Context: an optimization exercise on an open-source flow, tuned for small area, a short achievable clock period and few clock cycles. The choices shown serve that exercise and are no tape-out recipe.
Where RTL was checked, it was by simulation tests only, not by an equivalence proof against the original.
For runs 1 and 2, only the layout was checked, not whether the RTL still works.
Power is estimated from default activity; no workload was simulated.

==> design.v <==
`timescale 1ns/1ps
`default_nettype none
package binning_pkg;
  localparam int WEIGHT_W    = 32;   
  localparam int ADDR_W      = 32;
  localparam int LEN_W       = 20;   
  localparam int BIN_FIELD_W = 8;    
  localparam int CNT_FIELD_W = 12;
  typedef enum logic {
    FLUSH_ONE_BIN,
    FLUSH_FINAL
  } flush_kind_e;
  typedef enum logic [2:0] {
    CTRL_IDLE, CTRL_RECEIVE, CTRL_SORT, CTRL_FLUSH_ONE, CTRL_FLUSH_ALL, CTRL_FINISH
  } ctrl_state_e;
  typedef enum logic [2:0] {
    WR_IDLE, WR_REQUEST, WR_WAIT_ACK, WR_SEND_BEATS, WR_WAIT_CMPLT, WR_NEXT_BIN
  } writer_state_e;
  typedef struct packed {
    logic                   valid;
    flush_kind_e            kind;
    logic [BIN_FIELD_W-1:0] bin;
    logic [CNT_FIELD_W-1:0] count;   
  } bin_cmd_t;
  typedef struct packed {
    logic              req;
    logic [ADDR_W-1:0] addr;
    logic [LEN_W-1:0]  len;
  } bus_cmd_t;
  typedef struct packed {
    logic [WEIGHT_W-1:0] data;
    logic                sof_n;
    logic                eof_n;
    logic                src_rdy_n;
  } wr_beat_t;
endpackage
`default_nettype wire
`timescale 1ns/1ps
`default_nettype none
module weight_binner #(
  parameter int                             NUM_BINS         = 16,   
  parameter int                             BIN_DEPTH        = 8,
  parameter int                             BLOCK_WEIGHTS    = 64,
  parameter logic [binning_pkg::ADDR_W-1:0] DRAM_BASE        = 32'h8000_0000,
  parameter int                             BIN_REGION_BYTES = 1024
) (
  input  wire                             Clk,
  input  wire                             arst_n,
  input  wire                             stream_valid,
  input  wire [binning_pkg::WEIGHT_W-1:0] stream_data,
  output logic                            stream_ready,
  input  wire                             start,
  output logic                            done,
  output logic                            bus_cmd_req,
  output logic [binning_pkg::ADDR_W-1:0]  bus_cmd_addr,
  output logic [binning_pkg::LEN_W-1:0]   bus_cmd_len,
  output logic [binning_pkg::WEIGHT_W-1:0] wr_beat_data,
  output logic                            wr_beat_sof_n,
  output logic                            wr_beat_eof_n,
  output logic                            wr_beat_src_rdy_n,
  input  wire                             cmd_ack,
  input  wire                             cmd_cmplt,
  input  wire                             dst_rdy_n
);
  localparam int WW = binning_pkg::WEIGHT_W;
  localparam int AW = binning_pkg::ADDR_W;
  localparam int LW = binning_pkg::LEN_W;
  localparam int NS = BLOCK_WEIGHTS;       
  localparam int SW = $clog2(NS);
  localparam int BW = $clog2(NUM_BINS);
  localparam int DW = $clog2(BIN_DEPTH);   
  localparam int KW = SW - DW;             
  localparam int NW = DW + 1;              
  localparam int FQ = 2;                   
  logic          busy;
  logic          ready_q;
  logic [SW-1:0] acnt;         
  logic          last_seen;    
  logic [BW-1:0] last_bin;
  logic          last_fired;   
  logic          last_taken;
  logic          accept;
  logic          take;         
  logic          peek;         
  logic          proc;         
  logic [BW-1:0] p_bin;
  logic          f_v;          
  logic [BW-1:0] f_bin;
  logic [KW-1:0] f_k;
  logic [BW-1:0] fq_bin [FQ];
  logic [KW-1:0] fq_k   [FQ];
  logic [1:0]    fq_n;
  assign accept = stream_valid && ready_q;
  assign take   = accept && (acnt != SW'(NS - 1));
  assign peek   = busy && stream_valid && (acnt == SW'(NS - 1)) && !last_seen &&
                  (3'(fq_n) + 3'(f_v) < 3'(FQ));
  assign proc   = take || peek;
  assign p_bin  = stream_data[WW-1 -: BW];
  assign stream_ready = ready_q;
  logic [SW-1:0] cnt [NUM_BINS];    
  logic [SW-1:0] p_cnt;
  logic          fill;
  assign p_cnt = cnt[p_bin];
  assign fill  = proc && (p_cnt[DW-1:0] == DW'(BIN_DEPTH - 1));
  logic          req_q;
  logic [BW-1:0] cb_bin;
  logic [KW-1:0] cb_k;
  logic [NW-1:0] cb_n;
  logic          cb_taken;     
  logic          await_cmplt;
  logic [NUM_BINS-1:0] rmask;  
  logic          rdone;        
  logic          ld_q;         
  logic          ld_fill;      
  logic          ld_res;       
  logic          res_found;
  logic [BW-1:0] res_bin;
  logic [KW-1:0] res_k;
  logic [DW-1:0] res_n;
  logic [NUM_BINS-1:0] res_mask;
  logic [NUM_BINS-1:0] res_below;
  logic [NUM_BINS-1:0] res_oh;
  always_comb begin
    for (int b = 0; b < NUM_BINS; b++) begin
      res_mask[b] = (cnt[b][DW-1:0] != '0) && rmask[b];
    end
    res_below = res_mask << 1;
    for (int d = 1; d < NUM_BINS; d = d * 2) begin
      res_below = res_below | (res_below << d);
    end
    res_oh    = res_mask & ~res_below;
    res_found = |res_mask;
    res_bin   = '0;
    res_k     = '0;
    res_n     = '0;
    for (int b = 0; b < NUM_BINS; b++) begin
      res_bin = res_bin | ({BW{res_oh[b]}} & BW'(b));
      res_k   = res_k | ({KW{res_oh[b]}} & cnt[b][SW-1:DW]);
      res_n   = res_n | ({DW{res_oh[b]}} & cnt[b][DW-1:0]);
    end
  end
  assign ld_q      = !req_q && (fq_n != 2'd0);
  assign ld_fill   = !req_q && (fq_n == 2'd0) && f_v;
  assign ld_res    = !req_q && (fq_n == 2'd0) && !f_v && last_seen && !rdone && res_found;
  assign bus_cmd_req  = req_q;
  assign bus_cmd_addr = DRAM_BASE + AW'(cb_bin) * AW'(BIN_REGION_BYTES) +
                        AW'(cb_k) * AW'(BIN_DEPTH * 4);
  assign bus_cmd_len  = LW'({cb_n, 2'b00});
  logic [WW-1:0] slot  [NS-1];
  logic [NS-2:0] valid;         
  logic [NS-1:0] avail;
  logic [NS-1:0] snap;          
  logic [NS-1:0] match;         
  logic          ht_q;          
  logic [NS-1:0] below;         
  logic [NS-1:0] cand;          
  logic [SW-1:0] cand_idx;
  logic [BW-1:0] pb_bin;        
  logic [NW-1:0] pb_left;       
  logic          pb_first;
  logic          hv;            
  logic [SW-1:0] h_idx;         
  logic [NS-1:0] h_sel;
  logic          h_sof;
  logic          h_eof;
  logic [BW-1:0] h_bin;
  logic          out_v;
  logic          open_q;        
  logic          src_rdy_n_q;
  logic [WW-1:0] out_data;
  logic          out_sof;
  logic          out_eof;
  logic          xfer;
  logic          out_take;
  logic          head_take;
  logic          pb_load;
  logic [WW-1:0] h_data;
  logic          open_nxt;
  logic          out_v_nxt;
  logic          cmd_xfer;
  assign avail = {last_seen && !last_fired, valid & ~({(NS-1){ht_q}} & h_sel[NS-2:0])};
  always_comb begin
    for (int i = 0; i < NS; i++) begin
      snap[i] = avail[i] && (((i == NS - 1) ? last_bin : slot[i][WW-1 -: BW]) == cb_bin);
    end
    below = match << 1;
    for (int d = 1; d < NS; d = d * 2) begin
      below = below | (below << d);
    end
    cand     = match & ~below;
    cand_idx = '0;
    for (int i = 0; i < NS; i++) begin
      cand_idx = cand_idx | ({SW{cand[i]}} & SW'(i));
    end
  end
  always_comb begin
    for (int i = 0; i < NS; i++) begin
      h_sel[i] = (h_idx == SW'(i));
    end
    h_data = {h_bin, {(WW-BW){1'b0}}};
    for (int i = 0; i < NS; i++) begin
      h_data[WW-BW-1:0] = h_data[WW-BW-1:0] |
        ({(WW-BW){h_sel[i]}} & ((i == NS - 1) ? stream_data[WW-BW-1:0] : slot[i][WW-BW-1:0]));
    end
  end
  assign xfer      = !src_rdy_n_q && !dst_rdy_n;
  assign cmd_xfer  = req_q && cmd_ack;
  assign out_take  = hv && (!out_v || xfer);
  assign head_take = (pb_left != '0) && (!hv || out_take);
  assign pb_load   = (pb_left == '0) && req_q && !cb_taken;
  assign open_nxt  = (open_q && !(xfer && out_eof)) || cmd_xfer;
  assign out_v_nxt = out_take || (out_v && !xfer);
  assign wr_beat_data      = out_data;
  assign wr_beat_sof_n     = !out_sof;
  assign wr_beat_eof_n     = !out_eof;
  assign wr_beat_src_rdy_n = src_rdy_n_q;
  always_ff @(posedge Clk) begin
    if (take) begin
      slot[acnt] <= stream_data;
    end
    if (peek) begin
      last_bin <= p_bin;
    end
    if (start && !busy) begin
      for (int b = 0; b < NUM_BINS; b++) cnt[b] <= '0;
    end else if (proc) begin
      cnt[p_bin] <= p_cnt + 1'b1;
    end
    if (fill) begin
      f_bin <= p_bin;
      f_k   <= p_cnt[SW-1:DW];
    end
    for (int q = 0; q < FQ; q++) begin
      if (f_v && !ld_fill && 32'(fq_n) - 32'(ld_q) == q) begin
        fq_bin[q] <= f_bin;
        fq_k[q]   <= f_k;
      end else if (ld_q && q < FQ - 1) begin
        fq_bin[q] <= fq_bin[q+1];
        fq_k[q]   <= fq_k[q+1];
      end
    end
    if (ld_q) begin
      cb_bin <= fq_bin[0];
      cb_k   <= fq_k[0];
      cb_n   <= NW'(BIN_DEPTH);
    end else if (ld_fill) begin
      cb_bin <= f_bin;
      cb_k   <= f_k;
      cb_n   <= NW'(BIN_DEPTH);
    end else if (ld_res) begin
      cb_bin <= res_bin;
      cb_k   <= res_k;
      cb_n   <= NW'(res_n);
    end
    if (pb_load) begin
      pb_bin <= cb_bin;
    end
    if (head_take) begin
      h_idx <= cand_idx;
      h_sof <= pb_first;
      h_eof <= (pb_left == NW'(1));
      h_bin <= pb_bin;
    end
    if (out_take) begin
      out_data <= h_data;
      out_sof  <= h_sof;
      out_eof  <= h_eof;
    end
  end
  always_ff @(posedge Clk or negedge arst_n) begin
    if (!arst_n) begin
      busy        <= 1'b0;
      ready_q     <= 1'b0;
      acnt        <= '0;
      last_seen   <= 1'b0;
      last_fired  <= 1'b0;
      last_taken  <= 1'b0;
      f_v         <= 1'b0;
      fq_n        <= '0;
      req_q       <= 1'b0;
      cb_taken    <= 1'b0;
      await_cmplt <= 1'b0;
      rmask       <= '0;
      rdone       <= 1'b0;
      valid       <= '0;
      match       <= '0;
      ht_q        <= 1'b0;
      pb_left     <= '0;
      pb_first    <= 1'b0;
      hv          <= 1'b0;
      out_v       <= 1'b0;
      open_q      <= 1'b0;
      src_rdy_n_q <= 1'b1;
      done        <= 1'b0;
    end else begin
      done <= 1'b0;
      if (start && !busy) begin
        busy    <= 1'b1;
        ready_q <= 1'b1;
        acnt    <= '0;
        rmask   <= '1;
        rdone   <= 1'b0;
      end else begin
        if (take) begin
          acnt <= acnt + 1'b1;
        end
        if (acnt == SW'(NS - 1)) begin
          ready_q <= last_fired && !last_taken && !ready_q &&
                     !(hv && h_idx == SW'(NS - 1));
        end else begin
          ready_q <= busy && !(take && acnt == SW'(NS - 2)) &&
                     (3'(fq_n) - 3'(ld_q) + 3'(f_v && !ld_fill) + 3'(take) < 3'(FQ));
        end
        if (accept && acnt == SW'(NS - 1)) begin
          last_taken <= 1'b1;
        end
        if (peek) begin
          last_seen <= 1'b1;
        end
      end
      fq_n <= fq_n + 2'(f_v && !ld_fill) - 2'(ld_q);
      f_v  <= fill;
      if (cmd_xfer) begin
        req_q       <= 1'b0;
        await_cmplt <= 1'b1;
      end
      if (cmd_cmplt) begin
        await_cmplt <= 1'b0;
      end
      if (ld_q || ld_fill || ld_res) begin
        req_q    <= 1'b1;
        cb_taken <= 1'b0;
      end else if (!req_q && fq_n == 2'd0 && !f_v && last_seen && !rdone && !res_found) begin
        rdone <= 1'b1;
      end
      if (ld_res) begin
        rmask <= rmask & ~res_oh;
      end
      if (pb_load) begin
        cb_taken <= 1'b1;
      end
      if (busy && rdone && !req_q && await_cmplt && cmd_cmplt) begin
        done       <= 1'b1;
        busy       <= 1'b0;
        last_seen  <= 1'b0;
        last_fired <= 1'b0;
        last_taken <= 1'b0;
      end
      ht_q <= head_take;
      if (pb_load) begin
        pb_left  <= cb_n;
        pb_first <= 1'b1;
        match    <= snap;
      end else if (head_take) begin
        match    <= match & ~cand;
      end
      if (head_take) begin
        hv       <= 1'b1;
        pb_left  <= pb_left - 1'b1;
        pb_first <= 1'b0;
        if (cand[NS-1]) begin
          last_fired <= 1'b1;
        end
      end else if (out_take) begin
        hv <= 1'b0;
      end
      for (int i = 0; i < NS - 1; i++) begin
        if (take && acnt == SW'(i)) begin
          valid[i] <= 1'b1;
        end else if (ht_q && h_sel[i]) begin
          valid[i] <= 1'b0;
        end
      end
      out_v       <= out_v_nxt;
      open_q      <= open_nxt;
      src_rdy_n_q <= !(open_nxt && out_v_nxt);
    end
  end
endmodule
`default_nettype wire
==> run.sh <==
#!/bin/bash
# synth_recipe.tcl (not shown) runs the flow's synth.tcl, then flattens the netlist and writes it again
# the make line also repeats each setting of config.mk as NAME=value (left out here)
make -C /OpenROAD-flow-scripts/flow DESIGN_CONFIG=/design/flow/config.mk WORK_HOME=/design/flow/orfs CLKGATE_MAP_FILE= SYNTH_SCRIPT=/design/flow/synth_recipe.tcl finish
==> config.mk <==
export PLATFORM = sky130hd
export DESIGN_NAME = weight_binner
export DESIGN_NICKNAME = weight_binner
export VERILOG_FILES = /design/flow/design.v
export SDC_FILE = /design/flow/constraint.sdc
export NUM_CORES = 4
export LEC_CHECK = 0
export ABC_CLOCK_PERIOD_IN_PS = 3000
export CAP_MARGIN = 20
export CORE_MARGIN = 2
export CORE_UTILIZATION = 65
export CTS_CLUSTER_DIAMETER = 60
export CTS_CLUSTER_SIZE = 20
export SETUP_SLACK_MARGIN = 4.8
export SLEW_MARGIN = 20
==> constraint.sdc <==
create_clock -name core_clock -period 8.0 [get_ports {Clk}]
set_input_delay 1.6000 -clock core_clock [delete_from_list [all_inputs] [get_ports {Clk}]]
set_output_delay 1.6000 -clock core_clock [all_outputs]
set_load 0.01 [all_outputs]
==> impl_metrics.yaml, run 1 <==
outcome:
  outcome: "no timing/DRC/antenna violations"
run:
  cap_violations: 0
synth:
  synth_warnings: 3
  yosys_most_used_dff: "edfxtp_1"
  syn-mean-instance-area_um2: 15.89
  yosysSeqAreaShare: 0.7700
  synth_cell_types: 90
  postSynth.asyncResetShare: 0.07257
  yosysTopAreaCellShare: 0.7219
  yosysTopAreaCell: "edfxtp_1"
  syn_inst: 5744
  netlist_top_cells_area: "edfxtp_1 (72%), a22oi_1 (6.4%), dfrtp_1 (4.7%)"
  synth-edff-count: 2194
  ys_ff_latch: 2370
  syn_area_um2: 91260
power:
  internal-power_w: 0.02029
  p_sw_frac: 0.3253
  power.share.clock: 0.269
  vdd_drop_max_v: 0.0002334
  power_density_nw_per_um2: 293.5
  p_switching_w: 0.009783
  comb_power_share: 0.249
  power_leakage_nw: 33.41
  seq_power_share: 0.482
timing:
  holdWs_ns: 0.4151
  worstMarginPinSlew_ns: 1.127
  tns_ns: 0
  fin_crit_sh: 0.4136
  hold_viol_final: 0
  max-slew-margin-rel: 0.2487
  rsz0062_at_grt: "true"
  finClkSkew_ns: 0.04538
  max_freq_ghz: 0.3022
  slew_violations: 0
  setup_violations: 0
  min_period_ns: 3.309
clock_tree:
  cts_buffer_depth: 3
  clk_pin_slew_ns: 0.08
  clock-sinks: 2370
  cts_tree: "built"
  root_buffer: "clkbuf_16"
  cts_buffers: 152
  insertion_delay_ns: 0.85
  h-tree-depth: 4
worst_setup_path:
  cp_max_fo: 28
  end_kind: "flip-flop"
  worstPathArrival_ns: 3.94
  path_class: "flip-flop to flip-flop"
  cp.required_ns: 8.63
  start_kind: "flip-flop"
global_route:
  grt_start_max_net_pins: 75
  grt.total_usage: 0.4884
  antenna_found_initial: 17
  overflow: 0
  grt_first_pass_wirelength_um: 466300
  grt_pass1_vias: 56420
route:
  drt-initial-drc-count: 14000
  routed_wl_um: 350200
  vias: 62580
  post_drt_wl_per_cell_um: 43.85
  drtAntennaViolNets: 0
  vias_per_cell: 7.835
  post-route-drc-count: 0
  firstDrtPassIters: 9
place:
  portBuffers: 87
  finalWeightedCongestion: 0.9370
  hpwl_um: 193600
final_layout:
  final_cell_mix: "edfxtp_1 (2194), a22oi_1 (769), nand2_1 (346)"
  nNetsFinal: 6071
  final_common_cell: "edfxtp_1"
  n_fill_cell: 8741
  layout-drive-gt1-share: 0.1459
  area_growth_syn_to_layout_pct: 12.27
die:
  core_um2: 139400
  rows: 137
  fp.dieW_um: 378.7
  die_height_um: 378.7
  initial_utilization: 0.6549
  die_area_um2: 143400
  ios: 129
hold_path:
  hp-class: "flip-flop to flip-flop"
-- kinds of logic after synthesis --
| family | count (synthesis) | share of synthesized area |
|---|---|---|
| flops | 2370 | 0.7700 |
| simple gates | 1360 | 0.07175 |
| compound gates | 1313 | 0.1052 |
| buf+inv | 385 | 0.01780 |
| xor+xnor | 265 | 0.02560 |
| mux | 35 | 0.007637 |
| fa+ha+maj | 14 | 0.002002 |
| other cells | 2 | 0.00008229 |
-- cells in the mapped netlist, types with 18 or more instances --
master / number
a21oi_1: 108
a221oi_1: 75
a22o_1: 71
a22oi_1: 773
a31oi_1: 18
buf_1: 54
buf_4: 44
clkbuf_1: 246
dfrtp_1: 171
edfxtp_1: 2194
inv_1: 30
mux4_2: 27
nand2_1: 356
nand3_1: 165
nand4_1: 174
nor2_1: 366
nor3_1: 113
nor4_1: 57
o21ai_0: 109
o31ai_1: 28
xnor2_1: 208
xor2_1: 55
-- layout make-up --
cell class                 instances  area (µm²)  share of cell area
multi-input combinational       3031       21150              0.2064
clock buffer                     171        4034             0.03937
inverter                          30       117.6            0.001148
timing repair buffer             433        3829             0.03737
clock inverter                    60       661.9            0.006460
sequential                      2370       70280              0.6860
antenna                           16       40.04           0.0003908
tap                             1876        2347             0.02291
-- sequential cells by signal (all words and copies together), names as in the netlist, 2 cells and up --
register,flops
match,64
f_bin,4
acnt,6
pb_left,4
pb_bin,4
cb_n,4
valid,63
h_bin,4
fq_n,2
cnt,96
f_k,3
rmask,16
cb_k,3
fq_k,6
fq_bin,8
h_idx,6
out_data,32
last_bin,4
cb_bin,4
slot,2016
-- per-layer routing --
metal	vias up	GRT usage	wire length, µm
li1	23350	-	-
met1	30800	0.6564	116000
met2	6877	0.6695	145300
met3	1522	0.1998	62190
met4	30	0.2936	26260
met5	-	0.01407	539
-- critical path, stage by stage (launching register included) --
cell	delay (ns)
edfxtp_1	0.42
buf_12	0.18
or4b_2	0.86
nor2_4	0.17
buf_4	0.74
a22oi_1	0.29
nand2_1	0.15
nor4_1	0.07
nand3_2	0.22
-- worst paths after layout --
| kind | to | slack, ns | cells past startpoint | start |
|---|---|---|---|---|
| worst max-delay path | out_data[17] | 4.69 | 8 | h_idx[1] |
| worst min-delay path | out_eof | 0.42 | 0 | h_eof |
| worst max register to register | out_data[17] | 4.69 | 8 | h_idx[1] |
| worst min register to register | out_eof | 0.42 | 0 | h_eof |
| max in group asynchronous | valid[35] | 5.86 | 2 | arst_n |
| min in group asynchronous | rmask[6] | 0.78 | 1 | arst_n |
-- power groups by stage --
stage	Sequential, W	Combinational (W)	Clock, W
after CTS	0.0145	0.00700	0.00800
final	0.0145	0.00750	0.00808
after detailed placement	0.0148	0.00651	0
after floorplan	0.0147	0.00362	0
after global placement	0.0148	0.00646	0
after global routing	0.0146	0.00767	0.00841
-- metrics by stage --
| step | setup slack, ns | util | instance area [µm²] | power [W] | instances |
|---|---|---|---|---|---|
| floorplan | 4.332 | - | 92150 | 0.01833 | 5783 |
| global placement | 2.453 | 0.6860 | 95600 | 0.02129 | 7590 |
| detailed placement | 2.414 | 0.6860 | 95600 | 0.02135 | 7590 |
| CTS | 4.799 | 0.7312 | 101900 | 0.02949 | 7945 |
| global route | 4.765 | 0.7350 | 102400 | 0.03063 | 7973 |
| finish | 4.691 | 0.7352 | 102500 | 0.03008 | 7987 |
-- what timing repair did --
item | in CTS | in global routing
hold buffers | 0 | 0
gates resized for setup | 159 | 67
setup buffers | 117 | 25
setup endpoints to repair | 2249 | 455
pin swaps | 43 | 8
gates cloned | 7 | 0
==> inputs of run 2 (changes only) <==
--- a/config.mk
+++ b/config.mk
@@ -8,7 +8,7 @@
 export ABC_CLOCK_PERIOD_IN_PS = 3000
 export CAP_MARGIN = 20
 export CORE_MARGIN = 2
-export CORE_UTILIZATION = 65
+export CORE_UTILIZATION = 50
 export CTS_CLUSTER_DIAMETER = 60
 export CTS_CLUSTER_SIZE = 20
 export SETUP_SLACK_MARGIN = 4.8
==> run 2 against run 1 <==
Count of clock-buffer cells in the layout rose by 9. Worst setup slack improved by 0.037 ns. Sequential power about the same. Design area is 1.3% higher. Area after synthesis stayed put. Routed wire length is 4.2% higher. Hold slack better by 0.0077 ns. Register-to-register slack improved by 0.04 ns. Clock skew decreased by 0.0055 ns. Largest power group unchanged.
==> impl_metrics.yaml, run 2 <==
outcome:
  outcome: "no timing/DRC/antenna violations"
timing:
  fin_crit_sh: 0.4089
  worstMarginPinSlew_ns: 1.090
  hold_viol_final: 0
  tns_ns: 0
  rsz0062_at_grt: "true"
  finClkSkew_ns: 0.03984
  min_period_ns: 3.271
  setup_slack_ns: 4.729
  max_freq_ghz: 0.3057
  setup_violations: 0
  slew_violations: 0
  max-slew-margin-rel: 0.2736
clock_tree:
  root_buffer: "clkbuf_16"
  cts_tree: "built"
  clk_pin_slew_ns: 0.08
  hold_buffers: 0
  cts_buffer_depth: 3
  cts_buffers: 163
  clock-sinks: 2370
  insertion_delay_ns: 0.87
  h-tree-depth: 4
synth:
  syn_inst: 5744
  netlist_top_cells_area: "edfxtp_1 (72%), a22oi_1 (6.4%), dfrtp_1 (4.7%)"
  syn-mean-instance-area_um2: 15.89
  synth_warnings: 3
  yosysTopAreaCell: "edfxtp_1"
  synth_commonest_cells: "edfxtp_1 (2194), a22oi_1 (773), nor2_1 (366)"
  synth-edff-count: 2194
  yosysSeqAreaShare: 0.7700
  synth_most_common_cell: "edfxtp_1"
  syn_area_um2: 91260
  yosysTopAreaCellShare: 0.7219
  postSynth.asyncResetShare: 0.07257
  yosys_most_used_dff: "edfxtp_1"
  synth_cell_types: 90
  ys_ff_latch: 2370
power:
  vdd_drop_max_v: 0.0001874
  power_leakage_nw: 33.75
  power_density_nw_per_um2: 295.0
die:
  core_um2: 181100
  die_area_um2: 186000
  ios: 129
  die_height_um: 431.2
  initial_utilization: 0.5038
  fp.dieW_um: 431.2
  rows: 156
place:
  portBuffers: 87
  place_inst: 8080
  finalWeightedCongestion: 0.9225
  placed_area_um2: 96220
  pre_cts_slack_ns: 2.614
  hpwl_um: 208100
worst_setup_path:
  end_kind: "flip-flop"
  cp.required_ns: 8.50
  cp_max_fo: 26
  rrSetupSlack_ns: 4.73
  timing.rr.end: "out_data[8]"
  worstPathArrival_ns: 3.78
  worst_r2r_startpoint: "h_idx[1]"
  start_kind: "flip-flop"
  rr_worst_depth: 9
  path_class: "flip-flop to flip-flop"
final_layout:
  n_fill_cell: 13970
  finalNonFillerCells: 8525
  fin_util: 0.5728
  final_area_um2: 103800
  nNetsFinal: 6091
  largest_reg_flops: 2016
  area_growth_syn_to_layout_pct: 13.69
  reg_top3: "slot: 2016 flops, cnt: 96 flops, match: 64 flops"
  top_register: "slot"
  final_common_cell: "edfxtp_1"
  final_cell_mix: "edfxtp_1 (2194), a22oi_1 (770), nand2_1 (347)"
  layout-drive-gt1-share: 0.1542
run:
  cap_violations: 0
hold_path:
  whs_endpoint: "h_bin[3]"
  min_from: "pb_bin[3]"
  hold_depth: 0
  hp-class: "flip-flop to flip-flop"
route:
  post-route-drc-count: 0
  drtAntennaViolNets: 0
  post_drt_wl_per_cell_um: 42.81
  firstDrtPassIters: 6
  drt-initial-drc-count: 12530
  vias_per_cell: 7.214
  vias: 61500
  routed_wl_um: 364900
global_route:
  grt_first_pass_wirelength_um: 485700
  grt_pass1_vias: 56210
  antenna_found_initial: 11
  grt_start_max_net_pins: 96
  grt.total_usage: 0.3871
  overflow: 0
## run 2: cell count changes in the layout (fill, tap and decap cells not counted), sizes merged, moves of 6 or more
cell / previous run / this run
diode: 16 / 8
clkbuf: 175 / 181
clkinv: 29 / 41
dlygate4sd2: 44 / 36
buf: 374 / 390
inv: 51 / 60
clkinvlp: 4 / 14
## run 2: power breakdown
group          internal [W]  total, W  switching (W)  leakage [nW]
clock network       0.00422   0.00873        0.00451          2.54
registers            0.0142    0.0145       0.000333          21.8
logic               0.00225   0.00737        0.00511          9.36
## run 2: kinds of logic (layout without fill, tap and decap cells)
kind of cell    count (synthesis)  count (layout)  share of synthesized area
fa+ha+maj                      14              14                   0.002002
compound gates               1313            1313                     0.1052
xor+xnor                      265             265                    0.02560
other cells                     2              49                 0.00008229
buf+inv                       385             747                    0.01780
flops                        2370            2370                     0.7700
simple gates                 1360            1362                    0.07175
mux                            35              35                   0.007637
## run 2: metrics by stage
stage	hold WS [ns]	power [W]
6_report	0.4228	0.03061
5_1_grt	0.4303	0.03133
4_1_cts	0.4231	0.03026
3_5_place_dp	0.4045	0.02137
3_3_place_gp	0.4035	0.02135
2_1_floorplan	0.4003	0.01833
## run 2: what timing repair did
action / 4_1_cts / 5_1_grt
cloned: 8 / 0
setup buffers: 135 / 20
resized for setup: 196 / 44
pin swaps: 69 / 5
endpoints found under the setup margin: 2230 / 276
## run 2: how the worst max path moves through the flow
stage,startpoint,end,slack (ns),depth (start not counted)
after floorplan,stream_data[28],cnt[10][5],4.33,8
after global placement,stream_data[28],cnt[8][4],2.65,6
after detailed placement,stream_data[28],cnt[9][4],2.61,6
after CTS,out_data[19],wr_beat_data[19],4.76,1
after global routing,match[0],h_idx[5],4.75,7
final,h_idx[1],out_data[8],4.73,9
## run 2: worst max-delay path: stages (launching register included)
cell	delay, ns
edfxtp_1	0.42
buf_12	0.17
or4b_2	0.36
nor2_4	0.12
buf_8	0.26
a22o_1	0.31
a221oi_2	0.32
nand3_1	0.15
nor3_1	0.39
nand4_1	0.35
## run 2: area by class of cell
type / instances / area, µm² / share of cell area
sequential: 2370 / 70290 / 0.6774
multi-input combinational: 3030 / 21090 / 0.2032
clock buffer: 180 / 4217 / 0.04064
timing repair buffer: 443 / 4008 / 0.03863
tap: 2370 / 2965 / 0.02858
clock inverter: 94 / 1052 / 0.01014
inverter: 30 / 117.6 / 0.001134
antenna: 8 / 20.02 / 0.0001929
## run 2: layer usage
layer | part of all wire | vias up | routed length (µm) | GRT usage
li1 | - | 23420 | - | -
met1 | 0.36 | 31380 | 130200 | 0.5300
met2 | 0.43 | 5607 | 157000 | 0.5621
met3 | 0.15 | 1088 | 54300 | 0.1173
met4 | 0.064 | 12 | 23190 | 0.1987
met5 | 0.00063 | - | 231 | 0
==> inputs of run 3 (changes only) <==
--- a/design.v
+++ b/design.v
@@ -72,9 +72,15 @@
   localparam int KW = SW - DW;             
   localparam int NW = DW + 1;              
   localparam int FQ = 2;                   
+  localparam int GL = 8;                   
+  localparam int GH = NS / GL;
   logic          busy;
   logic          ready_q;
-  logic [SW-1:0] acnt;         
+  logic [GH-1:0] a_hi;         
+  logic [GL-1:0] a_lo;
+  logic          a_last;       
+  logic          a_prev;       
+  logic [NS-1:0] a_sel;
   logic          last_seen;    
   logic [BW-1:0] last_bin;
   logic          last_fired;   
@@ -91,8 +97,10 @@
   logic [KW-1:0] fq_k   [FQ];
   logic [1:0]    fq_n;
   assign accept = stream_valid && ready_q;
-  assign take   = accept && (acnt != SW'(NS - 1));
-  assign peek   = busy && stream_valid && (acnt == SW'(NS - 1)) && !last_seen &&
+  assign a_last = a_hi[GH-1] && a_lo[GL-1];
+  assign a_prev = a_hi[GH-1] && a_lo[GL-2];
+  assign take   = accept && !a_last;
+  assign peek   = busy && stream_valid && a_last && !last_seen &&
                   (3'(fq_n) + 3'(f_v) < 3'(FQ));
   assign proc   = take || peek;
   assign p_bin  = stream_data[WW-1 -: BW];
@@ -154,12 +162,14 @@
   logic          ht_q;          
   logic [NS-1:0] below;         
   logic [NS-1:0] cand;          
-  logic [SW-1:0] cand_idx;
   logic [BW-1:0] pb_bin;        
   logic [NW-1:0] pb_left;       
   logic          pb_first;
   logic          hv;            
-  logic [SW-1:0] h_idx;         
+  logic [GH-1:0] h_hi;          
+  logic [GL-1:0] h_lo;
+  logic [GH-1:0] cand_hi;
+  logic [GL-1:0] cand_lo;
   logic [NS-1:0] h_sel;
   logic          h_sof;
   logic          h_eof;
@@ -188,14 +198,17 @@
       below = below | (below << d);
     end
     cand     = match & ~below;
-    cand_idx = '0;
+    cand_hi = '0;
+    cand_lo = '0;
     for (int i = 0; i < NS; i++) begin
-      cand_idx = cand_idx | ({SW{cand[i]}} & SW'(i));
+      cand_hi[i / GL] = cand_hi[i / GL] | cand[i];
+      cand_lo[i % GL] = cand_lo[i % GL] | cand[i];
     end
   end
   always_comb begin
     for (int i = 0; i < NS; i++) begin
-      h_sel[i] = (h_idx == SW'(i));
+      h_sel[i] = h_hi[i / GL] && h_lo[i % GL];
+      a_sel[i] = a_hi[i / GL] && a_lo[i % GL];
     end
     h_data = {h_bin, {(WW-BW){1'b0}}};
     for (int i = 0; i < NS; i++) begin
@@ -216,7 +229,9 @@
   assign wr_beat_src_rdy_n = src_rdy_n_q;
   always_ff @(posedge Clk) begin
     if (take) begin
-      slot[acnt] <= stream_data;
+      for (int i = 0; i < NS - 1; i++) begin
+        if (a_sel[i]) slot[i] <= stream_data;
+      end
     end
     if (peek) begin
       last_bin <= p_bin;
@@ -256,7 +271,8 @@
       pb_bin <= cb_bin;
     end
     if (head_take) begin
-      h_idx <= cand_idx;
+      h_hi  <= cand_hi;
+      h_lo  <= cand_lo;
       h_sof <= pb_first;
       h_eof <= (pb_left == NW'(1));
       h_bin <= pb_bin;
@@ -271,7 +287,8 @@
     if (!arst_n) begin
       busy        <= 1'b0;
       ready_q     <= 1'b0;
-      acnt        <= '0;
+      a_hi        <= GH'(1);
+      a_lo        <= GL'(1);
       last_seen   <= 1'b0;
       last_fired  <= 1'b0;
       last_taken  <= 1'b0;
@@ -297,21 +314,23 @@
       if (start && !busy) begin
         busy    <= 1'b1;
         ready_q <= 1'b1;
-        acnt    <= '0;
+        a_hi    <= GH'(1);
+        a_lo    <= GL'(1);
         rmask   <= '1;
         rdone   <= 1'b0;
       end else begin
         if (take) begin
-          acnt <= acnt + 1'b1;
+          a_lo <= {a_lo[GL-2:0], a_lo[GL-1]};
+          if (a_lo[GL-1]) a_hi <= {a_hi[GH-2:0], a_hi[GH-1]};
         end
-        if (acnt == SW'(NS - 1)) begin
+        if (a_last) begin
           ready_q <= last_fired && !last_taken && !ready_q &&
-                     !(hv && h_idx == SW'(NS - 1));
+                     !(hv && h_sel[NS-1]);
         end else begin
-          ready_q <= busy && !(take && acnt == SW'(NS - 2)) &&
+          ready_q <= busy && !(take && a_prev) &&
                      (3'(fq_n) - 3'(ld_q) + 3'(f_v && !ld_fill) + 3'(take) < 3'(FQ));
         end
-        if (accept && acnt == SW'(NS - 1)) begin
+        if (accept && a_last) begin
           last_taken <= 1'b1;
         end
         if (peek) begin
@@ -365,7 +384,7 @@
         hv <= 1'b0;
       end
       for (int i = 0; i < NS - 1; i++) begin
-        if (take && acnt == SW'(i)) begin
+        if (take && a_sel[i]) begin
           valid[i] <= 1'b1;
         end else if (ht_q && h_sel[i]) begin
           valid[i] <= 1'b0;
==> run 3 against run 2 <==
Critical endpoint is now out_data[0]. Core utilization down 1.0 points. Total power up 10%. Clock power grew 2.3%. Global-route usage fell by 0.95 points. Worst setup slack worse by 0.064 ns. Count of clock-buffer cells in the layout rose by 1.
==> impl_metrics.yaml, run 3 <==
power:
  p_switching_w: 0.01224
  power_density_nw_per_um2: 331.1
  seq_power_share: 0.435
  internal-power_w: 0.02147
  power.share.clock: 0.265
  power_leakage_nw: 32.91
  comb_power_share: 0.300
  p_sw_frac: 0.3631
  vdd_drop_max_v: 0.0002491
route:
  routed_wl_um: 355800
  firstDrtPassIters: 7
  vias_per_cell: 7.357
  post-route-drc-count: 0
  post_drt_wl_per_cell_um: 44.27
  drtAntennaViolNets: 0
  drt-initial-drc-count: 12520
  vias: 59130
timing:
  setup_violations: 0
  max-slew-margin-rel: 0.1757
  tns_ns: 0
  rsz0062_at_grt: "true"
  worstMarginPinSlew_ns: 1.236
  slew_violations: 0
  max_freq_ghz: 0.2998
  finClkSkew_ns: 0.05181
  fin_crit_sh: 0.4169
  min_period_ns: 3.335
  hold_viol_final: 0
die:
  die_height_um: 431.0
  fp.dieW_um: 431.0
  core_um2: 180900
  rows: 156
  die_area_um2: 185800
  initial_utilization: 0.5039
  ios: 129
hold_path:
  min_from: "pb_bin[3]"
  hp-class: "flip-flop to flip-flop"
  whs_endpoint: "h_bin[3]"
  hold_depth: 0
synth:
  syn-mean-instance-area_um2: 17.05
  synth_cell_types: 83
  synth_fa_ha_area_frac: 0.001455
  netlist_top_cells_area: "edfxtp_1 (73%), dfrtp_1 (4.9%), a221oi_1 (4.4%)"
  yosys_most_used_dff: "edfxtp_1"
  synth_warnings: 4
  ys_ff_latch: 2390
  synth_most_common_cell: "edfxtp_1"
  synth-edff-count: 2204
  yosysSeqAreaShare: 0.7768
  postSynth.asyncResetShare: 0.07615
  synth-simple-area-share: 0.05910
  muxShareOfSynthArea: 0.007535
  yosysTopAreaCell: "edfxtp_1"
  synth_commonest_cells: "edfxtp_1 (2204), a221oi_1 (460), a22o_1 (451)"
  synth_top_family_by_area: "compound AO/OA/AOI/OAI gates"
  yosysTopAreaCellShare: 0.7260
  synth-xor-area-share: 0.02517
  syn_inst: 5346
  syn_area_um2: 91170
  synth_compound_area_frac: 0.1127
run:
  cap_violations: 0
global_route:
  grt_first_pass_wirelength_um: 473200
  grt_start_max_net_pins: 152
  grt.total_usage: 0.3776
  overflow: 0
  grt_pass1_vias: 54020
  antenna_found_initial: 20
final_layout:
  layout-drive-gt1-share: 0.1377
  nNetsFinal: 5594
  area_growth_syn_to_layout_pct: 11.70
  top_register: "slot"
  final_cell_mix: "edfxtp_1 (2204), a22o_1 (451), a221oi_1 (445)"
  n_fill_cell: 13860
  final_area_um2: 101800
  final_common_cell: "edfxtp_1"
  largest_reg_flops: 2016
  finalNonFillerCells: 8037
  reg_top3: "slot: 2016 flops, cnt: 96 flops, match: 64 flops"
worst_setup_path:
  rrSetupSlack_ns: 4.66
  end_kind: "flip-flop"
  timing.rr.end: "out_data[0]"
  path_class: "flip-flop to flip-flop"
  cp.required_ns: 8.58
  worstPathArrival_ns: 3.91
  rr_worst_depth: 7
  cp_max_fo: 29
  start_kind: "flip-flop"
  worst_r2r_startpoint: "h_hi[5]"
clock_tree:
  cts_buffers: 163
  h-tree-depth: 4
  cts_buffer_depth: 3
  cts_tree: "built"
  clk_pin_slew_ns: 0.08
  root_buffer: "clkbuf_16"
  hold_buffers: 0
  clock-sinks: 2390
  insertion_delay_ns: 0.86
place:
  placed_area_um2: 95250
  finalWeightedCongestion: 0.9159
  portBuffers: 87
  hpwl_um: 182500
  place_inst: 7676
outcome:
  outcome: "no timing/DRC/antenna violations"
[run 3: cell families (layout without fill, tap and decap cells)]
family | after synthesis | in the layout
and+or+nand+nor | 1028 | 1034
muxes | 34 | 34
AOI/OAI and AO/OA | 1248 | 1248
adders and majority gates | 10 | 10
buffers and inverters | 372 | 638
xor gates and xnor gates | 262 | 262
DFF | 2390 | 2390
other | 2 | 51
[run 3: per-layer routing]
metal,part of all wire,global-route usage,vias up
met1,0.36,0.5257,30570
met4,0.057,0.1757,4
met2,0.44,0.5567,5338
li1,-,-,22240
met5,0.00018,0,-
met3,0.14,0.1021,979
[run 3: area by class of cell]
class                   count  area, µm²  area share
multi-input cells        2629      19620      0.1926
clock inverters            96       1226     0.01204
inverters                  45      201.4    0.001978
well taps                2370       2965     0.02912
diodes                     10      25.02   0.0002457
flip-flops and latches   2390      70830      0.6955
clock buffers             181       4168     0.04093
repair buffers            316       2806     0.02756
[run 3: timing repair]
item | in CTS | in global routing
resized for setup | 156 | 39
pin swaps | 11 | 4
gates cloned | 10 | 1
endpoints found under the setup margin | 2157 | 256
buffers inserted | 43 | 18
[run 3: worst max-delay path by stage]
stage | start | to | cells after the start
floorplan | stream_data[28] | cnt[12][5] | 8
finish | h_hi[5] | out_data[0] | 7
CTS | h_lo[3] | out_data[5] | 7
detailed placement | stream_data[29] | cnt[2][5] | 8
global route | stream_valid | cnt[4][2] | 8
global placement | stream_data[29] | cnt[2][5] | 8
[run 3: worst max-delay path: stages (launching register included)]
cell,delay [ns]
edfxtp_1,0.38
buf_4,0.20
and2_2,0.20
buf_4,0.44
a22o_1,0.38
a221oi_2,0.49
nand4_1,0.28
or4_4,0.68
[run 3: power groups by stage]
| stage | Sequential, W | Clock, W | Combinational (W) |
|---|---|---|---|
| global placement | 0.0150 | 0 | 0.00902 |
| CTS | 0.0147 | 0.00889 | 0.00952 |
| finish | 0.0147 | 0.00893 | 0.0101 |
| floorplan | 0.0147 | 0 | 0.00488 |
| detailed placement | 0.0150 | 0 | 0.00907 |
| global route | 0.0147 | 0.00932 | 0.0102 |
[run 3: metrics by stage]
step / util / setup slack, ns / hold WS, ns / power [W]
after floorplan: - / 4.296 / 0.4003 / 0.01958
after global placement: 0.5264 / 2.970 / 0.4043 / 0.02404
after detailed placement: 0.5264 / 2.910 / 0.4045 / 0.02409
after CTS: 0.5607 / 4.718 / 0.4246 / 0.03309
after global routing: 0.5627 / 4.750 / 0.4308 / 0.03421
final: 0.5628 / 4.665 / 0.4253 / 0.03371
Testbench counts of run 3, summed over its fixed seeds: cycles 41,938.
==> inputs of run 4 (changes only) <==
--- a/design.v
+++ b/design.v
@@ -75,7 +75,9 @@
   localparam int GL = 8;                   
   localparam int GH = NS / GL;
   logic          busy;
-  logic          ready_q;
+  logic          ready_q;      
+  logic          nrdy_q;       
+  logic          ready_nxt;
   logic [GH-1:0] a_hi;         
   logic [GL-1:0] a_lo;
   logic          a_last;       
@@ -96,7 +98,7 @@
   logic [BW-1:0] fq_bin [FQ];
   logic [KW-1:0] fq_k   [FQ];
   logic [1:0]    fq_n;
-  assign accept = stream_valid && ready_q;
+  assign accept = stream_valid && !nrdy_q;
   assign a_last = a_hi[GH-1] && a_lo[GL-1];
   assign a_prev = a_hi[GH-1] && a_lo[GL-2];
   assign take   = accept && !a_last;
@@ -105,13 +107,25 @@
   assign proc   = take || peek;
   assign p_bin  = stream_data[WW-1 -: BW];
   assign stream_ready = ready_q;
+  always_comb begin
+    if (start && !busy) begin
+      ready_nxt = 1'b1;
+    end else if (a_last) begin
+      ready_nxt = last_fired && !last_taken && nrdy_q && !(hv && h_sel[NS-1]);
+    end else begin
+      ready_nxt = busy && !(take && a_prev) &&
+                  (3'(fq_n) - 3'(ld_q) + 3'(f_v && !ld_fill) + 3'(take) < 3'(FQ));
+    end
+  end
   logic [SW-1:0] cnt [NUM_BINS];    
   logic [SW-1:0] p_cnt;
   logic          fill;
   assign p_cnt = cnt[p_bin];
   assign fill  = proc && (p_cnt[DW-1:0] == DW'(BIN_DEPTH - 1));
-  logic          req_q;
+  logic          req_q;        
+  logic          nreq_q;       
   logic [BW-1:0] cb_bin;
+  logic [BW-1:0] cb_bin_s;     
   logic [KW-1:0] cb_k;
   logic [NW-1:0] cb_n;
   logic          cb_taken;     
@@ -147,9 +161,9 @@
       res_n   = res_n | ({DW{res_oh[b]}} & cnt[b][DW-1:0]);
     end
   end
-  assign ld_q      = !req_q && (fq_n != 2'd0);
-  assign ld_fill   = !req_q && (fq_n == 2'd0) && f_v;
-  assign ld_res    = !req_q && (fq_n == 2'd0) && !f_v && last_seen && !rdone && res_found;
+  assign ld_q      = nreq_q && (fq_n != 2'd0);
+  assign ld_fill   = nreq_q && (fq_n == 2'd0) && f_v;
+  assign ld_res    = nreq_q && (fq_n == 2'd0) && !f_v && last_seen && !rdone && res_found;
   assign bus_cmd_req  = req_q;
   assign bus_cmd_addr = DRAM_BASE + AW'(cb_bin) * AW'(BIN_REGION_BYTES) +
                         AW'(cb_k) * AW'(BIN_DEPTH * 4);
@@ -176,9 +190,11 @@
   logic [BW-1:0] h_bin;
   logic          out_v;
   logic          open_q;        
-  logic          src_rdy_n_q;
+  logic          src_rdy_n_q;  
+  logic          src_rdy_q;    
+  logic          out_sof_n;    
+  logic          out_eof_n;
   logic [WW-1:0] out_data;
-  logic          out_sof;
   logic          out_eof;
   logic          xfer;
   logic          out_take;
@@ -191,7 +207,7 @@
   assign avail = {last_seen && !last_fired, valid & ~({(NS-1){ht_q}} & h_sel[NS-2:0])};
   always_comb begin
     for (int i = 0; i < NS; i++) begin
-      snap[i] = avail[i] && (((i == NS - 1) ? last_bin : slot[i][WW-1 -: BW]) == cb_bin);
+      snap[i] = avail[i] && (((i == NS - 1) ? last_bin : slot[i][WW-1 -: BW]) == cb_bin_s);
     end
     below = match << 1;
     for (int d = 1; d < NS; d = d * 2) begin
@@ -216,16 +232,16 @@
         ({(WW-BW){h_sel[i]}} & ((i == NS - 1) ? stream_data[WW-BW-1:0] : slot[i][WW-BW-1:0]));
     end
   end
-  assign xfer      = !src_rdy_n_q && !dst_rdy_n;
-  assign cmd_xfer  = req_q && cmd_ack;
+  assign xfer      = src_rdy_q && !dst_rdy_n;
+  assign cmd_xfer  = !nreq_q && cmd_ack;
   assign out_take  = hv && (!out_v || xfer);
   assign head_take = (pb_left != '0) && (!hv || out_take);
-  assign pb_load   = (pb_left == '0) && req_q && !cb_taken;
+  assign pb_load   = (pb_left == '0) && !nreq_q && !cb_taken;
   assign open_nxt  = (open_q && !(xfer && out_eof)) || cmd_xfer;
   assign out_v_nxt = out_take || (out_v && !xfer);
   assign wr_beat_data      = out_data;
-  assign wr_beat_sof_n     = !out_sof;
-  assign wr_beat_eof_n     = !out_eof;
+  assign wr_beat_sof_n     = out_sof_n;
+  assign wr_beat_eof_n     = out_eof_n;
   assign wr_beat_src_rdy_n = src_rdy_n_q;
   always_ff @(posedge Clk) begin
     if (take) begin
@@ -279,14 +295,16 @@
     end
     if (out_take) begin
       out_data <= h_data;
-      out_sof  <= h_sof;
-      out_eof  <= h_eof;
+      out_sof_n <= !h_sof;
+      out_eof_n <= !h_eof;
+      out_eof   <= h_eof;
     end
   end
   always_ff @(posedge Clk or negedge arst_n) begin
     if (!arst_n) begin
       busy        <= 1'b0;
       ready_q     <= 1'b0;
+      nrdy_q      <= 1'b1;
       a_hi        <= GH'(1);
       a_lo        <= GL'(1);
       last_seen   <= 1'b0;
@@ -295,10 +313,12 @@
       f_v         <= 1'b0;
       fq_n        <= '0;
       req_q       <= 1'b0;
+      nreq_q      <= 1'b1;
       cb_taken    <= 1'b0;
       await_cmplt <= 1'b0;
       rmask       <= '0;
       rdone       <= 1'b0;
+      cb_bin_s    <= '0;
       valid       <= '0;
       match       <= '0;
       ht_q        <= 1'b0;
@@ -308,12 +328,14 @@
       out_v       <= 1'b0;
       open_q      <= 1'b0;
       src_rdy_n_q <= 1'b1;
+      src_rdy_q   <= 1'b0;
       done        <= 1'b0;
     end else begin
-      done <= 1'b0;
+      done    <= 1'b0;
+      ready_q <= ready_nxt;
+      nrdy_q  <= !ready_nxt;
       if (start && !busy) begin
         busy    <= 1'b1;
-        ready_q <= 1'b1;
         a_hi    <= GH'(1);
         a_lo    <= GL'(1);
         rmask   <= '1;
@@ -323,13 +345,6 @@
           a_lo <= {a_lo[GL-2:0], a_lo[GL-1]};
           if (a_lo[GL-1]) a_hi <= {a_hi[GH-2:0], a_hi[GH-1]};
         end
-        if (a_last) begin
-          ready_q <= last_fired && !last_taken && !ready_q &&
-                     !(hv && h_sel[NS-1]);
-        end else begin
-          ready_q <= busy && !(take && a_prev) &&
-                     (3'(fq_n) - 3'(ld_q) + 3'(f_v && !ld_fill) + 3'(take) < 3'(FQ));
-        end
         if (accept && a_last) begin
           last_taken <= 1'b1;
         end
@@ -341,6 +356,7 @@
       f_v  <= fill;
       if (cmd_xfer) begin
         req_q       <= 1'b0;
+        nreq_q      <= 1'b1;
         await_cmplt <= 1'b1;
       end
       if (cmd_cmplt) begin
@@ -348,17 +364,25 @@
       end
       if (ld_q || ld_fill || ld_res) begin
         req_q    <= 1'b1;
+        nreq_q   <= 1'b0;
         cb_taken <= 1'b0;
-      end else if (!req_q && fq_n == 2'd0 && !f_v && last_seen && !rdone && !res_found) begin
+      end else if (nreq_q && fq_n == 2'd0 && !f_v && last_seen && !rdone && !res_found) begin
         rdone <= 1'b1;
       end
       if (ld_res) begin
         rmask <= rmask & ~res_oh;
       end
+      if (ld_q) begin
+        cb_bin_s <= fq_bin[0];
+      end else if (ld_fill) begin
+        cb_bin_s <= f_bin;
+      end else if (ld_res) begin
+        cb_bin_s <= res_bin;
+      end
       if (pb_load) begin
         cb_taken <= 1'b1;
       end
-      if (busy && rdone && !req_q && await_cmplt && cmd_cmplt) begin
+      if (busy && rdone && nreq_q && await_cmplt && cmd_cmplt) begin
         done       <= 1'b1;
         busy       <= 1'b0;
         last_seen  <= 1'b0;
@@ -393,6 +417,7 @@
       out_v       <= out_v_nxt;
       open_q      <= open_nxt;
       src_rdy_n_q <= !(open_nxt && out_v_nxt);
+      src_rdy_q   <= open_nxt && out_v_nxt;
     end
   end
 endmodule
--- a/config.mk
+++ b/config.mk
@@ -8,8 +8,8 @@
 export ABC_CLOCK_PERIOD_IN_PS = 3000
 export CAP_MARGIN = 20
 export CORE_MARGIN = 2
-export CORE_UTILIZATION = 50
+export CORE_UTILIZATION = 55
 export CTS_CLUSTER_DIAMETER = 60
 export CTS_CLUSTER_SIZE = 20
-export SETUP_SLACK_MARGIN = 4.8
+export SETUP_SLACK_MARGIN = 5.0
 export SLEW_MARGIN = 20
==> run 4 against run 3 <==
Register-to-register slack gained 0.27 ns. Design area up 0.81%. Synthesized cell count increased by 0.52%. Flip-flop and latch count rose by 8. Fmax rose by 5.0%. Core utilization up 5.9 points. First-iteration DRC count rose by 4.0%. Worst setup slack better by 0.16 ns. Count of clock-buffer cells in the layout up 7. Area after synthesis increased by 0.54%. Highest routed layer unchanged.
==> impl_metrics.yaml, run 4 <==
power:
  vdd_drop_max_v: 0.0002648
  power_leakage_nw: 33.13
  power_density_nw_per_um2: 329.1
synth:
  synth_cell_types: 92
  syn_inst: 5374
  netlist_top_cells_area: "edfxtp_1 (72%), dfrtp_1 (5.0%), a221oi_1 (4.4%)"
  yosysTopAreaCellShare: 0.7224
  synth_warnings: 4
  postSynth.asyncResetShare: 0.07882
  syn_area_um2: 91660
  synth-edff-count: 2205
  yosysTopAreaCell: "edfxtp_1"
  synth_most_common_cell: "edfxtp_1"
  yosysSeqAreaShare: 0.7749
  syn-mean-instance-area_um2: 17.06
  ys_ff_latch: 2398
  yosys_most_used_dff: "edfxtp_1"
  synth_commonest_cells: "edfxtp_1 (2205), a221oi_1 (458), a22o_1 (453)"
final_layout:
  area_growth_syn_to_layout_pct: 12.00
  nNetsFinal: 5617
  top_register: "slot"
  final_common_cell: "edfxtp_1"
  largest_reg_flops: 2016
  layout-drive-gt1-share: 0.1587
  final_cell_mix: "edfxtp_1 (2205), a22o_1 (452), a221oi_1 (427)"
  finalNonFillerCells: 7884
  reg_top3: "slot: 2016 flops, cnt: 96 flops, match: 64 flops"
global_route:
  grt_start_max_net_pins: 103
  antenna_found_initial: 29
  grt_pass1_vias: 53720
  grt_first_pass_wirelength_um: 487000
  overflow: 0
  grt.total_usage: 0.4327
route:
  drt-initial-drc-count: 13020
  vias: 60210
  firstDrtPassIters: 6
  drtAntennaViolNets: 0
  routed_wl_um: 370700
  vias_per_cell: 7.637
  post_drt_wl_per_cell_um: 47.02
  post-route-drc-count: 0
worst_setup_path:
  end_kind: "output pin"
  crit_chain: "buf_6"
  worstPathArrival_ns: 1.58
  critical_path.max_stage_delay_ns: 0.53
  crit_family: "flip-flops"
  cp_max_fo: 1
  path_buf_inv: 1
  slowest_stage: "edfxtp_1"
  start_kind: "flip-flop"
  cp.required_ns: 6.40
  path_class: "flip-flop to output pin"
die:
  fp.dieW_um: 412.2
  die_height_um: 412.2
  die_area_um2: 169900
  core_um2: 165200
  rows: 149
  ios: 129
  initial_utilization: 0.5549
clock_tree:
  cts_tree: "built"
  root_buffer: "clkbuf_16"
  insertion_delay_ns: 0.87
  clock-sinks: 2398
  h-tree-depth: 4
  cts_buffers: 161
  hold_buffers: 0
  cts_buffer_depth: 3
  clk_pin_slew_ns: 0.09
timing:
  slew_violations: 0
  setup_violations: 0
  min_period_ns: 3.176
  max-slew-margin-rel: 0.1529
  finClkSkew_ns: 0.04658
  max_freq_ghz: 0.3148
  tns_ns: 0
  holdWs_ns: 0.4232
  hold_viol_final: 0
  worstMarginPinSlew_ns: 1.271
  rsz0062_at_grt: "true"
  fin_crit_sh: 0.3971
place:
  hpwl_um: 175400
  portBuffers: 87
  place_inst: 7484
  finalWeightedCongestion: 0.8826
run:
  cap_violations: 0
hold_path:
  hp-class: "flip-flop to flip-flop"
outcome:
  outcome: "no timing/DRC/antenna violations"
-- run 4: path summary, 6_finish.rpt --
path / start / endpoint / slack [ns] / cells after the start
worst max-delay path: out_data[18] / wr_beat_data[18] / 4.82 / 1
worst min register to register: h_bin[0] / out_data[28] / 0.42 / 0
worst max register to register: h_hi[0] / out_data[20] / 4.93 / 7
min in group asynchronous: arst_n / rdone / 0.78 / 1
worst min-delay path: h_bin[0] / out_data[28] / 0.42 / 0
max in group asynchronous: arst_n / cb_bin_s[1] / 5.86 / 2
-- run 4: area by class of cell --
class | count | area, µm²
multi-input cells | 2671 | 20730
diodes | 16 | 40.04
repair buffers | 292 | 2547
well taps | 2189 | 2739
clock buffers | 188 | 4225
fillers | 11950 | 62510
inverters | 43 | 217.7
flip-flops and latches | 2398 | 71060
repair inverters | 1 | 6.256
clock inverters | 86 | 1094
-- run 4: per-stage QoR --
| stage | cell area [µm²] | power [W] | worst slack, ns | util |
|---|---|---|---|---|
| finish | 102700 | 0.03379 | 4.824 | 0.6215 |
| global route | 102600 | 0.03418 | 4.824 | 0.6213 |
| CTS | 102200 | 0.03310 | 4.790 | 0.6189 |
| detailed placement | 95570 | 0.02407 | 3.150 | 0.5786 |
| global placement | 95570 | 0.02403 | 3.139 | 0.5786 |
| floorplan | 92590 | 0.01968 | 4.227 | - |
-- run 4: repair_timing --
item / 4_1_cts / 5_1_grt
buffers inserted: 57 / 14
pin swaps: 11 / 9
resized for setup: 377 / 65
endpoints found under the setup margin: 2423 / 176
gates cloned: 37 / 1
-- run 4: power by group --
part | switching [W] | internal [W] | leakage (nW)
Sequential | 0.000745 | 0.0142 | 22.3
Combinational | 0.00694 | 0.00298 | 8.26
Clock | 0.00453 | 0.00435 | 2.59
-- run 4: per-layer routing --
| metal | vias up | part of all wire | track usage | wire, µm |
|---|---|---|---|---|
| li1 | 22440 | - | - | - |
| met1 | 30810 | 0.36 | 0.5942 | 132000 |
| met2 | 5799 | 0.43 | 0.6223 | 158000 |
| met3 | 1154 | 0.16 | 0.1458 | 57990 |
| met4 | 8 | 0.061 | 0.2127 | 22760 |
| met5 | - | 0.00016 | 0 | 59 |
-- run 4: cells by family after synthesis --
family | share of synthesized area
multiplexers | 0.007234
AND/OR/NAND/NOR | 0.05927
adder cells (fa/ha/maj) | 0.001447
AO/OA/AOI/OAI | 0.1144
XOR/XNOR | 0.02518
buffers and inverters | 0.01747
other | 0.00008193
flip-flops | 0.7749
Testbench counts of run 4, summed over its fixed seeds: cycles 41,938.
==> inputs of run 5 (changes only) <==
--- a/design.v
+++ b/design.v
@@ -89,6 +89,7 @@
   logic          last_taken;
   logic          accept;
   logic          take;         
+  logic          take_q;       
   logic          peek;         
   logic          proc;         
   logic [BW-1:0] p_bin;
@@ -244,10 +245,8 @@
   assign wr_beat_eof_n     = out_eof_n;
   assign wr_beat_src_rdy_n = src_rdy_n_q;
   always_ff @(posedge Clk) begin
-    if (take) begin
-      for (int i = 0; i < NS - 1; i++) begin
-        if (a_sel[i]) slot[i] <= stream_data;
-      end
+    for (int i = 0; i < NS - 1; i++) begin
+      if (a_sel[i]) slot[i] <= stream_data;
     end
     if (peek) begin
       last_bin <= p_bin;
@@ -322,6 +321,7 @@
       valid       <= '0;
       match       <= '0;
       ht_q        <= 1'b0;
+      take_q      <= 1'b0;
       pb_left     <= '0;
       pb_first    <= 1'b0;
       hv          <= 1'b0;
@@ -389,7 +389,8 @@
         last_fired <= 1'b0;
         last_taken <= 1'b0;
       end
-      ht_q <= head_take;
+      ht_q   <= head_take;
+      take_q <= take;
       if (pb_load) begin
         pb_left  <= cb_n;
         pb_first <= 1'b1;
@@ -408,7 +409,7 @@
         hv <= 1'b0;
       end
       for (int i = 0; i < NS - 1; i++) begin
-        if (take && a_sel[i]) begin
+        if (take_q && a_sel[i+1]) begin
           valid[i] <= 1'b1;
         end else if (ht_q && h_sel[i]) begin
           valid[i] <= 1'b0;
--- a/config.mk
+++ b/config.mk
@@ -8,7 +8,7 @@
 export ABC_CLOCK_PERIOD_IN_PS = 3000
 export CAP_MARGIN = 20
 export CORE_MARGIN = 2
-export CORE_UTILIZATION = 55
+export CORE_UTILIZATION = 60
 export CTS_CLUSTER_DIAMETER = 60
 export CTS_CLUSTER_SIZE = 20
 export SETUP_SLACK_MARGIN = 5.0
==> run 5 against run 4 <==
Still clean on timing, DRC and antenna. Global-route usage is 1.1 points higher. Core utilization is 4.3 points higher. Clock power is 7.0% lower. Flip-flop and latch count is 1 higher. Critical path type unchanged. Critical endpoint is now wr_beat_data[7]. Largest cell class unchanged. Largest power group unchanged.
==> impl_metrics.yaml, run 5 <==
outcome:
  outcome: "no timing/DRC/antenna violations"
clock_tree:
  root_buffer: "clkbuf_16"
  clock-sinks: 2399
  hold_buffers: 0
  cts_tree: "built"
  insertion_delay_ns: 0.85
  h-tree-depth: 4
  cts_buffers: 157
  clk_pin_slew_ns: 0.09
  cts_buffer_depth: 3
timing:
  min_period_ns: 3.183
  max_freq_ghz: 0.3141
  worstMarginPinSlew_ns: 1.253
  tns_ns: 0
  max-slew-margin-rel: 0.1649
  setup_violations: 0
  slew_violations: 0
  rsz0062_at_grt: "true"
  setup_slack_ns: 4.817
  hold_viol_final: 0
  finClkSkew_ns: 0.03578
  fin_crit_sh: 0.3979
worst_setup_path:
  end_kind: "output pin"
  start_kind: "flip-flop"
  rrSetupSlack_ns: 4.94
  path_buf_inv: 1
  setup.worst_path.end: "wr_beat_data[7]"
  path_class: "flip-flop to output pin"
  rr_worst_depth: 6
  crit_family: "flip-flops"
  path_depth: 1
  timing.rr.end: "out_data[3]"
  crit_chain: "buf_2"
  worst_r2r_startpoint: "h_hi[6]"
  cp.required_ns: 6.40
  worstPathArrival_ns: 1.58
  cp_max_fo: 1
  cp-startpoint: "out_data[7]"
  slowest_stage: "edfxtp_1"
  critical_path.max_stage_delay_ns: 0.53
synth:
  syn_inst: 5422
  syn_area_um2: 91850
  yosysTopAreaCell: "edfxtp_1"
  netlist_top_cells_area: "edfxtp_1 (72%), dfrtp_1 (5.0%), a22o_1 (4.4%)"
  synth_most_common_cell: "edfxtp_1"
  ys_ff_latch: 2399
  yosysTopAreaCellShare: 0.7209
  yosysSeqAreaShare: 0.7736
  synth-edff-count: 2205
  synth_warnings: 4
  yosys_most_used_dff: "edfxtp_1"
  synth_cell_types: 92
  syn-mean-instance-area_um2: 16.94
  synth_commonest_cells: "edfxtp_1 (2205), a22o_1 (466), a221oi_1 (463)"
  postSynth.asyncResetShare: 0.07920
route:
  drt-initial-drc-count: 12540
  post_drt_wl_per_cell_um: 45.52
  drtAntennaViolNets: 0
  vias: 59320
  firstDrtPassIters: 7
  vias_per_cell: 7.729
  post-route-drc-count: 0
  routed_wl_um: 349300
global_route:
  grt_pass1_vias: 53630
  grt.total_usage: 0.4440
  grt_start_max_net_pins: 167
  overflow: 0
  grt_first_pass_wirelength_um: 465400
  antenna_found_initial: 15
power:
  seq_power_share: 0.498
  power_density_nw_per_um2: 298.8
  p_sw_frac: 0.3257
  power_w: 0.03016
  vdd_drop_max_v: 0.0002484
  comb_power_share: 0.228
  internal-power_w: 0.02033
  p_switching_w: 0.009823
  power.share.clock: 0.274
  power_leakage_nw: 32.77
place:
  hpwl_um: 171800
  portBuffers: 87
  pre_cts_slack_ns: 3.119
  place_inst: 7367
  finalWeightedCongestion: 0.9233
final_layout:
  nNetsFinal: 5586
  area_growth_syn_to_layout_pct: 9.894
  fin_util: 0.6645
  layout-drive-gt1-share: 0.1395
  largest_reg_flops: 2016
  top_register: "slot"
  final_cell_mix: "edfxtp_1 (2205), a22o_1 (466), a221oi_1 (457)"
  final_common_cell: "edfxtp_1"
  reg_top3: "slot: 2016 flops, cnt: 96 flops, match: 64 flops"
  finalNonFillerCells: 7675
die:
  die_height_um: 395.3
  ios: 129
  fp.dieW_um: 395.3
  core_um2: 151900
  initial_utilization: 0.6046
  rows: 143
  die_area_um2: 156200
run:
  cap_violations: 0
hold_path:
  hp-class: "flip-flop to flip-flop"
run 5: final cells by class:
class / count / area, µm²
Fill cell: 10390 / 50970
Antenna cell: 9 / 22.52
Tap cell: 2030 / 2540
Clock buffer: 186 / 4129
Inverter: 42 / 170.2
Sequential cell: 2399 / 71090
Multi-Input combinational cell: 2668 / 20090
Clock inverter: 72 / 743.2
Timing Repair Buffer: 269 / 2151
run 5: cells by family (layout without fill, tap and decap cells):
kind of cell | count (synthesis) | count (layout) | synth area share
xor+xnor | 261 | 261 | 0.02526
mux | 36 | 36 | 0.007724
simple gates | 1057 | 1057 | 0.05953
other cells | 2 | 50 | 0.00008177
fa+ha+maj | 10 | 10 | 0.001444
buf+inv | 394 | 569 | 0.01815
flops | 2399 | 2399 | 0.7736
compound gates | 1263 | 1263 | 0.1142
run 5: power groups by stage:
stage	clock (W)	combinational [W]	sequential, W
2_1_floorplan	0	0.00354	0.0149
3_3_place_gp	0	0.00630	0.0153
3_5_place_dp	0	0.00634	0.0153
4_1_cts	0.00824	0.00646	0.0150
5_1_grt	0.00868	0.00692	0.0150
6_report	0.00827	0.00688	0.0150
run 5: routing by layer:
layer	track usage	vias up	share of wire	wire length (µm)
met5	0.004926	-	0.00081	284
met4	0.2251	20	0.062	21710
met3	0.1351	1195	0.16	54530
met2	0.6433	5661	0.43	151000
met1	0.6144	30180	0.35	121800
li1	-	22270	-	-
run 5: metrics by stage:
step / instance area, µm² / hold slack (ns)
5_1_grt: 100900 / 0.4325
4_1_cts: 100500 / 0.4240
3_5_place_dp: 95370 / 0.4045
2_1_floorplan: 92410 / 0.4003
3_3_place_gp: 95370 / 0.4013
6_report: 100900 / 0.4233
run 5: worst min path at each step:
stage	cells past startpoint	slack, ns	from	end
final	0	0.42	pb_bin[1]	h_bin[1]
after global routing	0	0.43	h_bin[2]	out_data[30]
after CTS	0	0.42	pb_bin[1]	h_bin[1]
after detailed placement	0	0.40	pb_bin[0]	h_bin[0]
after global placement	0	0.40	h_bin[3]	out_data[31]
after floorplan	0	0.40	pb_bin[0]	h_bin[0]
run 5: what timing repair did:
action | in CTS | in global routing
gates cloned | 1 | 1
endpoints found under the hold margin | 0 | 0
endpoints found under the setup margin | 336 | 174
pin swaps | 8 | 6
resized for setup | 281 | 57
setup buffers | 20 | 19
Testbench counts of run 5, summed over its fixed seeds: cycles 41,938.

afterwards: timing with drivers on the ports:
In the flow no input, the clock included, has a driving cell. The finished layouts below were timed again as built, in two steps.
Step 1 assumes that a clkbuf_16 drives the clock port and a buf_2 every other input.
Step 2, shift: input delay + t, output delay - t, t = (earliest + latest rising clock arrival at the registers) / 2. This alone moves slack from input paths to output paths.
a / b / c = ideal / step 1 / step 2; a / b = the first two.
run | t, ns | setup WS [ns] | hold slack, ns | worst setup path after step 2 | cell pins on the clock port's net
run 1 | 0.907 | 4.691 / 4.691 / 3.869 | 0.415 / 0.415 / 0.415 | input to register | 1
run 2 | 0.930 | 4.729 / 4.717 / 3.907 | 0.423 / 0.423 / 0.423 | input to register | 1
run 3 | 0.927 | 4.665 / 4.665 / 3.829 | 0.425 / 0.425 / 0.425 | input to register | 1
run 4 | 0.930 | 4.824 / 4.741 / 4.005 | 0.423 / 0.423 / 0.423 | input to register | 1
run 5 | 0.923 | 4.817 / 4.720 / 3.969 | 0.423 / 0.423 / 0.423 | input to register | 1
After both steps every run listed still meets setup and hold. The setup slack of run 5, which loses most, moves by -0.097 ns with the drivers and by -0.848 ns with both steps.
